This is an optimization exercise on Yosys and OpenROAD, whose aim is small area and a short achievable clock period, not a production implementation. Only simulation tests tie the RTL to the original design; equivalence was not proved. Power and IR drop assume default switching activity.

File: run.sh
#!/bin/bash
# synth_recipe.tcl (not shown) runs the flow's synth.tcl, then flattens the netlist and writes it again
# the make line also repeats each setting of config.mk as NAME=value (left out here)
make -C /OpenROAD-flow-scripts/flow DESIGN_CONFIG=/design/flow/config.mk WORK_HOME=/design/flow/orfs CLKGATE_MAP_FILE= SYNTH_SCRIPT=/design/flow/synth_recipe.tcl finish
File: config.mk
export PLATFORM = sky130hd
export DESIGN_NAME = exe_top
export DESIGN_NICKNAME = exe_top
export VERILOG_FILES = /design/flow/design.v
export SDC_FILE = /design/flow/constraint.sdc
export NUM_CORES = 4
export LEC_CHECK = 0
export CAP_MARGIN = 20
export CORE_MARGIN = 2
export CORE_UTILIZATION = 35
export SETUP_SLACK_MARGIN = 0.2
export SLEW_MARGIN = 20
File: constraint.sdc
create_clock -name core_clock -period 10.0 [get_ports {clk}]
set_input_delay 2.0000 -clock core_clock [delete_from_list [all_inputs] [get_ports {clk}]]
set_output_delay 2.0000 -clock core_clock [all_outputs]
set_load 0.01 [all_outputs]
File: design.v
package exe_pkg;
  localparam int xlen = 64;
  typedef logic [4:0] reg_idx_t;
  typedef enum logic [6:0] {
    opc_load      = 7'b0000011,
    opc_op_imm    = 7'b0010011,
    opc_auipc     = 7'b0010111,
    opc_op_imm_32 = 7'b0011011,
    opc_store     = 7'b0100011,
    opc_op        = 7'b0110011,
    opc_op_32     = 7'b0111011,
    opc_branch    = 7'b1100011,
    opc_jalr      = 7'b1100111,
    opc_jal       = 7'b1101111
  } opcode_e;
  typedef enum logic [3:0] {
    cls_op, cls_op_imm, cls_op_32, cls_op_imm_32, cls_auipc,
    cls_branch, cls_jal, cls_jalr, cls_load, cls_store, cls_illegal
  } insn_class_e;
  typedef enum logic [3:0] {
    alu_add, alu_sub, alu_sll, alu_slt, alu_sltu,
    alu_xor, alu_srl, alu_sra, alu_or, alu_and
  } alu_op_e;
  typedef enum logic [2:0] {
    beq, bne, blt, bge, bltu, bgeu
  } br_cond_e;
  typedef enum logic [3:0] {
    lb  = 4'h0, lh  = 4'h1, lw  = 4'h2, ld = 4'h3,
    lbu = 4'h4, lhu = 4'h5, lwu = 4'h6,
    sb  = 4'h8, sh  = 4'h9, sw  = 4'ha, sd = 4'hb
  } mem_op_e;
  typedef struct packed {
    logic [xlen-1:0] pc;
    logic [31:0]     insn;
    logic [xlen-1:0] imm;
    logic [xlen-1:0] src1;
    logic [xlen-1:0] src2;
    reg_idx_t        rd;
  } exe_in_t;
  typedef struct packed {
    reg_idx_t        rd;
    logic [xlen-1:0] data;
    logic            long;
  } wb_t;
  typedef struct packed {
    logic [xlen-1:0] addr;
    logic [xlen-1:0] data;
    mem_op_e         op;
    reg_idx_t        rd;
  } mem_req_t;
endpackage
`timescale 1ns/1ns
module exe_decode (
  input  logic [31:0]          insn,
  output exe_pkg::insn_class_e insn_class,
  output exe_pkg::alu_op_e     alu_op,
  output exe_pkg::br_cond_e    br_cond,
  output exe_pkg::mem_op_e     mem_op
);
  localparam logic [6:0] f7_base = 7'b0000000;
  localparam logic [6:0] f7_alt  = 7'b0100000;
  exe_pkg::opcode_e opcode;
  logic [2:0]       funct3;
  logic [6:0]       funct7;
  logic [5:0]       funct6;
  assign opcode = exe_pkg::opcode_e'(insn[6:0]);
  assign funct3 = insn[14:12];
  assign funct7 = insn[31:25];
  assign funct6 = insn[31:26];
  always_comb begin
    insn_class = exe_pkg::cls_illegal;
    alu_op     = exe_pkg::alu_add;
    br_cond    = exe_pkg::beq;
    mem_op     = exe_pkg::lb;
    case (opcode)
      exe_pkg::opc_op: begin
        insn_class = exe_pkg::cls_op;
        case ({funct7, funct3})
          {f7_base, 3'd0}: alu_op = exe_pkg::alu_add;
          {f7_alt,  3'd0}: alu_op = exe_pkg::alu_sub;
          {f7_base, 3'd1}: alu_op = exe_pkg::alu_sll;
          {f7_base, 3'd2}: alu_op = exe_pkg::alu_slt;
          {f7_base, 3'd3}: alu_op = exe_pkg::alu_sltu;
          {f7_base, 3'd4}: alu_op = exe_pkg::alu_xor;
          {f7_base, 3'd5}: alu_op = exe_pkg::alu_srl;
          {f7_alt,  3'd5}: alu_op = exe_pkg::alu_sra;
          {f7_base, 3'd6}: alu_op = exe_pkg::alu_or;
          {f7_base, 3'd7}: alu_op = exe_pkg::alu_and;
          default:         insn_class = exe_pkg::cls_illegal;
        endcase
      end
      exe_pkg::opc_op_imm: begin
        insn_class = exe_pkg::cls_op_imm;
        case (funct3)
          3'd0: alu_op = exe_pkg::alu_add;
          3'd2: alu_op = exe_pkg::alu_slt;
          3'd3: alu_op = exe_pkg::alu_sltu;
          3'd4: alu_op = exe_pkg::alu_xor;
          3'd6: alu_op = exe_pkg::alu_or;
          3'd7: alu_op = exe_pkg::alu_and;
          3'd1: begin
            alu_op = exe_pkg::alu_sll;
            if (funct6 != f7_base[6:1]) insn_class = exe_pkg::cls_illegal;
          end
          default: begin
            if (funct6 == f7_base[6:1]) alu_op = exe_pkg::alu_srl;
            else if (funct6 == f7_alt[6:1]) alu_op = exe_pkg::alu_sra;
            else insn_class = exe_pkg::cls_illegal;
          end
        endcase
      end
      exe_pkg::opc_op_32: begin
        insn_class = exe_pkg::cls_op_32;
        case ({funct7, funct3})
          {f7_base, 3'd0}: alu_op = exe_pkg::alu_add;
          {f7_alt,  3'd0}: alu_op = exe_pkg::alu_sub;
          {f7_base, 3'd1}: alu_op = exe_pkg::alu_sll;
          {f7_base, 3'd5}: alu_op = exe_pkg::alu_srl;
          {f7_alt,  3'd5}: alu_op = exe_pkg::alu_sra;
          default:         insn_class = exe_pkg::cls_illegal;
        endcase
      end
      exe_pkg::opc_op_imm_32: begin
        insn_class = exe_pkg::cls_op_imm_32;
        if (funct3 == 3'd0) alu_op = exe_pkg::alu_add;
        else if ({funct7, funct3} == {f7_base, 3'd1}) alu_op = exe_pkg::alu_sll;
        else if ({funct7, funct3} == {f7_base, 3'd5}) alu_op = exe_pkg::alu_srl;
        else if ({funct7, funct3} == {f7_alt, 3'd5}) alu_op = exe_pkg::alu_sra;
        else insn_class = exe_pkg::cls_illegal;
      end
      exe_pkg::opc_auipc: insn_class = exe_pkg::cls_auipc;
      exe_pkg::opc_branch: begin
        insn_class = exe_pkg::cls_branch;
        case (funct3)
          3'd0:    br_cond = exe_pkg::beq;
          3'd1:    br_cond = exe_pkg::bne;
          3'd4:    br_cond = exe_pkg::blt;
          3'd5:    br_cond = exe_pkg::bge;
          3'd6:    br_cond = exe_pkg::bltu;
          3'd7:    br_cond = exe_pkg::bgeu;
          default: insn_class = exe_pkg::cls_illegal;
        endcase
      end
      exe_pkg::opc_jal: insn_class = exe_pkg::cls_jal;
      exe_pkg::opc_jalr: begin
        if (funct3 == 3'd0) insn_class = exe_pkg::cls_jalr;
      end
      exe_pkg::opc_load: begin
        insn_class = exe_pkg::cls_load;
        case (funct3)
          3'd0:    mem_op = exe_pkg::lb;
          3'd1:    mem_op = exe_pkg::lh;
          3'd2:    mem_op = exe_pkg::lw;
          3'd3:    mem_op = exe_pkg::ld;
          3'd4:    mem_op = exe_pkg::lbu;
          3'd5:    mem_op = exe_pkg::lhu;
          3'd6:    mem_op = exe_pkg::lwu;
          default: insn_class = exe_pkg::cls_illegal;
        endcase
      end
      exe_pkg::opc_store: begin
        insn_class = exe_pkg::cls_store;
        case (funct3)
          3'd0:    mem_op = exe_pkg::sb;
          3'd1:    mem_op = exe_pkg::sh;
          3'd2:    mem_op = exe_pkg::sw;
          3'd3:    mem_op = exe_pkg::sd;
          default: insn_class = exe_pkg::cls_illegal;
        endcase
      end
      default: insn_class = exe_pkg::cls_illegal;
    endcase
  end
endmodule
`timescale 1ns/1ns
module exe_alu (
  input  exe_pkg::exe_in_t             insn_in,
  input  exe_pkg::insn_class_e         insn_class,
  input  exe_pkg::alu_op_e             alu_op,
  output logic [exe_pkg::xlen-1:0]     result,
  output logic                         is_long,
  output logic [exe_pkg::xlen-1:0]     mem_addr
);
  logic [exe_pkg::xlen-1:0] opa;
  logic [exe_pkg::xlen-1:0] opb;
  logic [5:0]               shamt;
  logic                     is_word;
  logic [exe_pkg::xlen-1:0] res64;
  logic [31:0]              a32;
  logic [31:0]              b32;
  logic [31:0]              res32;
  assign opa = insn_in.src1;
  assign opb = (insn_class == exe_pkg::cls_op || insn_class == exe_pkg::cls_op_32) ?
               insn_in.src2 : insn_in.imm;
  assign is_word = (insn_class == exe_pkg::cls_op_32) ||
                   (insn_class == exe_pkg::cls_op_imm_32);
  assign shamt = is_word ? {1'b0, opb[4:0]} : opb[5:0];
  always_comb begin
    case (alu_op)
      exe_pkg::alu_sub:  res64 = opa - opb;
      exe_pkg::alu_sll:  res64 = opa << shamt;
      exe_pkg::alu_slt:  res64 = {{(exe_pkg::xlen-1){1'b0}}, $signed(opa) < $signed(opb)};
      exe_pkg::alu_sltu: res64 = {{(exe_pkg::xlen-1){1'b0}}, opa < opb};
      exe_pkg::alu_xor:  res64 = opa ^ opb;
      exe_pkg::alu_srl:  res64 = opa >> shamt;
      exe_pkg::alu_sra:  res64 = $signed(opa) >>> shamt;
      exe_pkg::alu_or:   res64 = opa | opb;
      exe_pkg::alu_and:  res64 = opa & opb;
      default:           res64 = opa + opb;
    endcase
  end
  assign a32 = opa[31:0];
  assign b32 = opb[31:0];
  always_comb begin
    case (alu_op)
      exe_pkg::alu_sub: res32 = a32 - b32;
      exe_pkg::alu_sll: res32 = a32 << shamt[4:0];
      exe_pkg::alu_srl: res32 = a32 >> shamt[4:0];
      exe_pkg::alu_sra: res32 = $signed(a32) >>> shamt[4:0];
      default:          res32 = a32 + b32;
    endcase
  end
  always_comb begin
    is_long = 1'b1;
    case (insn_class)
      exe_pkg::cls_op_32, exe_pkg::cls_op_imm_32: begin
        result  = {{32{res32[31]}}, res32};
        is_long = 1'b0;
      end
      exe_pkg::cls_auipc: result = insn_in.pc + insn_in.imm;
      exe_pkg::cls_jal, exe_pkg::cls_jalr: result = insn_in.pc + 64'd4;
      default: result = res64;
    endcase
  end
  assign mem_addr = insn_in.src1 + insn_in.imm;
endmodule
`timescale 1ns/1ns
module exe_branch #(
  parameter logic [exe_pkg::xlen-1:0] reset_pc = '0
) (
  input  logic                         clk,
  input  logic                         arst_n,
  input  logic                         insn_valid,
  input  exe_pkg::exe_in_t             insn_in,
  input  exe_pkg::insn_class_e         insn_class,
  input  exe_pkg::br_cond_e            br_cond,
  output logic                         accept,
  output logic                         taken,
  output logic [exe_pkg::xlen-1:0]     target
);
  logic [exe_pkg::xlen-1:0] expect_pc;
  logic [exe_pkg::xlen-1:0] jalr_sum;
  logic                     cond_true;
  always_comb begin
    case (br_cond)
      exe_pkg::bne:  cond_true = insn_in.src1 != insn_in.src2;
      exe_pkg::blt:  cond_true = $signed(insn_in.src1) < $signed(insn_in.src2);
      exe_pkg::bge:  cond_true = $signed(insn_in.src1) >= $signed(insn_in.src2);
      exe_pkg::bltu: cond_true = insn_in.src1 < insn_in.src2;
      exe_pkg::bgeu: cond_true = insn_in.src1 >= insn_in.src2;
      default:       cond_true = insn_in.src1 == insn_in.src2;
    endcase
  end
  assign accept = insn_valid && (insn_in.pc == expect_pc);
  assign jalr_sum = insn_in.src1 + insn_in.imm;
  always_comb begin
    taken  = 1'b0;
    target = insn_in.pc + insn_in.imm;
    case (insn_class)
      exe_pkg::cls_branch: taken = accept && cond_true;
      exe_pkg::cls_jal:    taken = accept;
      exe_pkg::cls_jalr: begin
        taken  = accept;
        target = {jalr_sum[exe_pkg::xlen-1:1], 1'b0};
      end
      default: taken = 1'b0;
    endcase
  end
  always_ff @(posedge clk or negedge arst_n) begin
    if (!arst_n) begin
      expect_pc <= reset_pc;
    end else if (accept) begin
      expect_pc <= taken ? target : insn_in.pc + 64'd4;
    end
  end
endmodule
`timescale 1ns/1ns
module exe_stage #(
  parameter logic [exe_pkg::xlen-1:0] reset_pc = '0
) (
  input  logic                         clk,
  input  logic                         arst_n,
  input  logic                         insn_valid,
  input  exe_pkg::exe_in_t             insn_in,
  output logic                         wb_valid,
  output exe_pkg::wb_t                 wb,
  output logic                         redirect_valid,
  output logic [exe_pkg::xlen-1:0]     redirect_target,
  output logic                         mem_valid,
  output exe_pkg::mem_req_t            mem_req
);
  exe_pkg::insn_class_e     insn_class;
  exe_pkg::alu_op_e         alu_op;
  exe_pkg::br_cond_e        br_cond;
  exe_pkg::mem_op_e         mem_op;
  logic [exe_pkg::xlen-1:0] result;
  logic                     is_long;
  logic [exe_pkg::xlen-1:0] mem_addr;
  logic                     accept;
  logic                     taken;
  logic [exe_pkg::xlen-1:0] target;
  logic                     is_wb;
  logic                     is_load;
  logic                     is_store;
  logic                     wb_valid_d;
  logic                     mem_valid_d;
  exe_pkg::wb_t             wb_d;
  exe_pkg::mem_req_t        mem_req_d;
  exe_decode exe_decode_i (
    .insn       (insn_in.insn),
    .insn_class (insn_class),
    .alu_op     (alu_op),
    .br_cond    (br_cond),
    .mem_op     (mem_op)
  );
  exe_alu exe_alu_i (
    .insn_in    (insn_in),
    .insn_class (insn_class),
    .alu_op     (alu_op),
    .result     (result),
    .is_long    (is_long),
    .mem_addr   (mem_addr)
  );
  exe_branch #(
    .reset_pc (reset_pc)
  ) exe_branch_i (
    .clk        (clk),
    .arst_n     (arst_n),
    .insn_valid (insn_valid),
    .insn_in    (insn_in),
    .insn_class (insn_class),
    .br_cond    (br_cond),
    .accept     (accept),
    .taken      (taken),
    .target     (target)
  );
  assign is_wb = (insn_class == exe_pkg::cls_op) ||
                 (insn_class == exe_pkg::cls_op_imm) ||
                 (insn_class == exe_pkg::cls_op_32) ||
                 (insn_class == exe_pkg::cls_op_imm_32) ||
                 (insn_class == exe_pkg::cls_auipc) ||
                 (insn_class == exe_pkg::cls_jal) ||
                 (insn_class == exe_pkg::cls_jalr);
  assign is_load  = insn_class == exe_pkg::cls_load;
  assign is_store = insn_class == exe_pkg::cls_store;
  assign wb_valid_d  = accept && is_wb;
  assign mem_valid_d = accept && (is_load || is_store);
  assign wb_d.rd   = insn_in.rd;
  assign wb_d.data = result;
  assign wb_d.long = is_long;
  assign mem_req_d.addr = mem_addr;
  assign mem_req_d.data = is_store ? insn_in.src2 : '0;
  assign mem_req_d.op   = mem_op;
  assign mem_req_d.rd   = is_load ? insn_in.rd : '0;
  always_ff @(posedge clk or negedge arst_n) begin
    if (!arst_n) begin
      wb_valid       <= 1'b0;
      redirect_valid <= 1'b0;
      mem_valid      <= 1'b0;
    end else begin
      wb_valid       <= wb_valid_d;
      redirect_valid <= taken;
      mem_valid      <= mem_valid_d;
    end
  end
  always_ff @(posedge clk) begin
    if (wb_valid_d) wb <= wb_d;
    if (taken) redirect_target <= target;
    if (mem_valid_d) mem_req <= mem_req_d;
  end
endmodule
`timescale 1ns/1ns
module exe_top (
  input  logic        clk,
  input  logic        arst_n,
  input  logic        insn_valid,
  input  logic [63:0] insn_pc,
  input  logic [31:0] insn_word,
  input  logic [63:0] insn_imm,
  input  logic [63:0] insn_src1,
  input  logic [63:0] insn_src2,
  input  logic [4:0]  insn_rd,
  output logic        wb_valid,
  output logic [4:0]  wb_rd,
  output logic [63:0] wb_data,
  output logic        wb_long,
  output logic        redirect_valid,
  output logic [63:0] redirect_target,
  output logic        mem_valid,
  output logic [63:0] mem_addr,
  output logic [63:0] mem_data,
  output logic [3:0]  mem_op,
  output logic [4:0]  mem_rd
);
  exe_pkg::exe_in_t  insn_in;
  exe_pkg::wb_t      wb;
  exe_pkg::mem_req_t mem_req;
  assign insn_in.pc   = insn_pc;
  assign insn_in.insn = insn_word;
  assign insn_in.imm  = insn_imm;
  assign insn_in.src1 = insn_src1;
  assign insn_in.src2 = insn_src2;
  assign insn_in.rd   = insn_rd;
  exe_stage exe_stage_i (
    .clk             (clk),
    .arst_n          (arst_n),
    .insn_valid      (insn_valid),
    .insn_in         (insn_in),
    .wb_valid        (wb_valid),
    .wb              (wb),
    .redirect_valid  (redirect_valid),
    .redirect_target (redirect_target),
    .mem_valid       (mem_valid),
    .mem_req         (mem_req)
  );
  assign wb_rd    = wb.rd;
  assign wb_data  = wb.data;
  assign wb_long  = wb.long;
  assign mem_addr = mem_req.addr;
  assign mem_data = mem_req.data;
  assign mem_op   = mem_req.op;
  assign mem_rd   = mem_req.rd;
endmodule
==> flow_metrics.env <==
export IMPL_via_count=59040
export IMPL_timing_final_setup_violations=0
export IMPL_crit_path_start_kind="input port"
export IMPL_clock_latency_of_the_later_clocked_register_in_the_worst_skew_pair_ns=0.63
export IMPL_grtUsageTotal_pct=41.55
export IMPL_ys_warn_count=4
export IMPL_synthTopCellsByCount="sky130_fd_sc_hd__a21oi_1, sky130_fd_sc_hd__nand2_1, sky130_fd_sc_hd__nor2_1"
export IMPL_critical_path_endpoint_type="register"
export IMPL_floorplan_core_area_um2=139000
export IMPL_path_common_cell="sky130_fd_sc_hd__buf_4"
export IMPL_cts_htree_levels=2
export IMPL_crit_reg2reg_launch="exe_stage_i.exe_branch_i.expect_pc[62]$_DFFE_PN0P_"
export IMPL_finalNetCount=7942
export IMPL_ir_worst_vdd_mv=0.09545
export IMPL_routed_wl_mm=309.7
export IMPL_route_detailed_wl_per_inst_um=33.78
export IMPL_max_cap_viol_count=0
export IMPL_io_pins=570
export IMPL_critical_path_max_fanout=7
export IMPL_synth_area_per_cell_um2=7.351
export IMPL_crit_start="insn_word[13]"
export IMPL_final_setup_skew_ns=0.03332
export IMPL_fin_worst_hold_slack_ns=0.4862
export IMPL_final_fill_count=14280
export IMPL_post_route_cells_drive_above_1_share_pct=8.967
export IMPL_cell_at_the_slowest_stage_of_the_critical_path="sky130_fd_sc_hd__a221oi_1"
export IMPL_timing_max_slew_rel_slack_pct=11.00
export IMPL_cts_sink_count=338
export IMPL_post_route_min_period_ns=9.524
export IMPL_synth_distinct_cells=105
export IMPL_leakagePower_nw=24.53
export IMPL_setup_reg_to_reg_worst_slack_ns=4.94
export IMPL_grt_first_pass_wirelength_mm=420.7
export IMPL_antenna_found_initial=26
export IMPL_dominantRegCellSynth="sky130_fd_sc_hd__edfxtp_1"
export IMPL_final_setup_worst_slack_ns=0.4759
export IMPL_power_density_nw_per_um2=108.7
export IMPL_worst_hold_path_type="reg -> reg"
export IMPL_worst_setup_path_endpoint="exe_stage_i.wb[39]$_DFFE_PP_"
export IMPL_count_of_cells_along_the_worst_register_to_register_path=8
export IMPL_result_of_the_run="finished clean"
export IMPL_rsz0062_at_grt="false"
export IMPL_yosys_top_cells_area="sky130_fd_sc_hd__edfxtp_1, sky130_fd_sc_hd__ha_1, sky130_fd_sc_hd__a21oi_1"
export IMPL_mappedNetlistNets=7333
export IMPL_worst_setup_hold_path_clk_slew_ns=0.07
export IMPL_hpwl_mm=253.9
export IMPL_grt_pass1_vias=54320
export IMPL_fp_row_count=137
export IMPL_die_width_um=377.4
export IMPL_critical_path_required_ns=10.32
export IMPL_maximum_number_of_pins_on_one_net_before_global_route_repair=132
export IMPL_drt_antenna_violating_nets=0
export IMPL_yosysTopAreaCellShare_pct=16.67
export IMPL_firstDrtPassIters=7
export IMPL_critPathKind="in -> reg"
export IMPL_cts_tree="done"
export IMPL_die_area_um2=142500
export IMPL_yosysSeqAreaShare_pct=20.11
export IMPL_area_delta_synth_final_pct=22.92
export IMPL_synth_most_common_cell="sky130_fd_sc_hd__a21oi_1"
export IMPL_synth_edff_count=271
export IMPL_place_worst_setup_slack_ns=-0.08544
export IMPL_synth_seq_cells=338
export IMPL_critical_path_arrival_ns=9.84
export IMPL_synthesis_instances=6640
export IMPL_detail_route_iter0_violations=8919
export IMPL_clock_tree_root_cell="sky130_fd_sc_hd__clkbuf_16"
export IMPL_clock_path_buffers=3
export IMPL_critPathMaxStageDelay_ns=0.89
export IMPL_finalHoldViolCount=0
export IMPL_design_power_total_mw=6.524
export IMPL_synth_largest_area_cell="sky130_fd_sc_hd__edfxtp_1"
export IMPL_fmax_mhz=105.0
export IMPL_avgViaCountPerCell=6.439
export IMPL_port_buffer_count=554
export IMPL_final_max_slew_violation_count=0
export IMPL_gpl_final_weighted_congestion=1.094
export IMPL_async_s_r_ff_share_synth_pct=19.82
export IMPL_cts_inserted_buffers=41
export IMPL_drc=0
export IMPL_die_h_um=377.4
export IMPL_critical_path_reg2reg_endpoint="exe_stage_i.mem_req[73]$_DFFE_PP_"
export IMPL_finalCritPeriodShare_pct=95.24
export IMPL_worst_slew_pin_transition_ns=1.331
export IMPL_netlist_area_um2=48810
export IMPL_grt_overflow_total=0
export IMPL_floorplan_initialDensity_pct=35.11
## cell families (layout without fill, tap and decap cells)
kind of cell             count (synthesis)  in the layout  synth area share, %
AO/OA/AOI/OAI                         2362           2362                30.41
XOR/XNOR                               345            345                6.191
adder cells (fa/ha/maj)                397            397                10.24
buffers and inverters                  753           1395                6.032
flip-flops                             338            338                20.11
multiplexers                           276            276                6.519
other                                    0             10                    0
AND/OR/NAND/NOR                       2169           2169                20.50
## where the power goes
part	internal, mW	switching, mW
logic	1.15	2.26
registers	1.56	0
clock network	0.864	0.684
total	3.58	2.94
## final cells by class
type / count / area, um2 / area share, %
clock buffers: 56 / 1137 / 1.896
repair buffers: 975 / 8899 / 14.83
well taps: 1876 / 2347 / 3.912
multi-input cells: 5549 / 36260 / 60.44
diodes: 10 / 25.02 / 0.04171
flip-flops and latches: 338 / 9814 / 16.36
clock inverters: 20 / 209.0 / 0.3483
inverters: 344 / 1301 / 2.169
## per-layer routing
| layer | wire length (um) | global-route usage, % | share of wire [%] | vias up |
|---|---|---|---|---|
| met5 | 344 | 0 | 0.11 | - |
| met4 | 16720 | 19.27 | 5.4 | 28 |
| met3 | 38610 | 11.34 | 12 | 686 |
| met2 | 125300 | 59.68 | 40 | 3865 |
| met1 | 128800 | 57.23 | 42 | 28790 |
| li1 | - | - | - | 25670 |
## stage by stage
step | TNS [ns] | util (%) | instances | area [um2]
2_1_floorplan | 0 | - | 6640 | 48820
4_1_cts | 0 | 43.11 | 9157 | 59930
3_5_place_dp | -0.08544 | 42.14 | 9081 | 58590
5_1_grt | 0 | 43.14 | 9161 | 59980
3_3_place_gp | 0 | 42.14 | 9081 | 58580
6_report | 0 | 43.16 | 9168 | 60000
## worst max-delay path, delay by kind of cell
kind                     cells  cell delay (ns)
multiplexers                 1             0.11
buffers and inverters        7             1.59
AO/OA/AOI/OAI               14             3.34
XOR/XNOR                     1             0.14
adder cells (fa/ha/maj)      1             0.30
AND/OR/NAND/NOR              7             2.34
## layout by cell type, fill, tap and decap left out, types with 154 or more instances in the layout
cell type / instances
sky130_fd_sc_hd__a211oi_1: 154
sky130_fd_sc_hd__a21o_1: 196
sky130_fd_sc_hd__a21oi_1: 736
sky130_fd_sc_hd__buf_4: 407
sky130_fd_sc_hd__clkdlybuf4s50_1: 553
sky130_fd_sc_hd__edfxtp_1: 271
sky130_fd_sc_hd__ha_1: 393
sky130_fd_sc_hd__inv_1: 335
sky130_fd_sc_hd__mux2i_1: 201
sky130_fd_sc_hd__nand2_1: 698
sky130_fd_sc_hd__nand3_1: 161
sky130_fd_sc_hd__nor2_1: 609
sky130_fd_sc_hd__nor3_1: 183
sky130_fd_sc_hd__o21ai_0: 563
sky130_fd_sc_hd__xnor2_1: 239
## flip-flops by register name, summed over array words and instances (netlist names)
register	cells
exe_stage_i.mem_req	137
exe_stage_i.wb_valid	1
exe_stage_i.redirect_valid	1
exe_stage_i.wb	70
exe_stage_i.mem_valid	1
exe_stage_i.redirect_target	64
exe_stage_i.exe_branch_i.expect_pc	64
## how the worst min path moves through the flow
stage / cells after the start / end / from / slack, ns
2_1_floorplan: 2 / exe_stage_i.exe_branch_i.expect_pc[13]$_DFFE_PN0P_ / exe_stage_i.exe_branch_i.expect_pc[13]$_DFFE_PN0P_ / 0.45
3_3_place_gp: 2 / exe_stage_i.exe_branch_i.expect_pc[13]$_DFFE_PN0P_ / exe_stage_i.exe_branch_i.expect_pc[13]$_DFFE_PN0P_ / 0.47
3_5_place_dp: 2 / exe_stage_i.exe_branch_i.expect_pc[13]$_DFFE_PN0P_ / exe_stage_i.exe_branch_i.expect_pc[13]$_DFFE_PN0P_ / 0.47
4_1_cts: 2 / exe_stage_i.exe_branch_i.expect_pc[13]$_DFFE_PN0P_ / exe_stage_i.exe_branch_i.expect_pc[13]$_DFFE_PN0P_ / 0.49
5_1_grt: 2 / exe_stage_i.exe_branch_i.expect_pc[51]$_DFFE_PN0P_ / exe_stage_i.exe_branch_i.expect_pc[51]$_DFFE_PN0P_ / 0.52
6_report: 2 / exe_stage_i.exe_branch_i.expect_pc[13]$_DFFE_PN0P_ / exe_stage_i.exe_branch_i.expect_pc[13]$_DFFE_PN0P_ / 0.49
## repair_timing
| item | 4_1_cts | 5_1_grt |
|---|---|---|
| setup buffers | 0 | 0 |
| endpoints found under the setup margin | 0 | 4 |
| resized for setup | 0 | 2 |
| hold buffers | 0 | 0 |

[separate check: timing with driven ports]
In the flow no input, the clock included, has a driving cell. The finished layout below was timed again as built, in two steps.
Step 1: set_driving_cell puts a clkbuf_16 on clk and a buf_2 on each other input, an assumption about the parent block.
Step 2 also shifts input and output timing later by t, the mid clock arrival at the registers, as if the neighbouring blocks saw the same clock.
a / b / c = no drivers / after step 1 / after step 2; a / b = the first two.
t (ns): 0.694
setup WS [ns]: 0.476 / 0.527 / -0.167
worst setup path at the end: input to register
worst slew at a driven data input, ns: 0.14
pins driven straight from the clock port: 1
Met with ideal ports but missed after step 2: setup timing in this run. For this run, drivers alone change the setup slack by +0.051 ns; drivers and shift together by -0.643 ns.
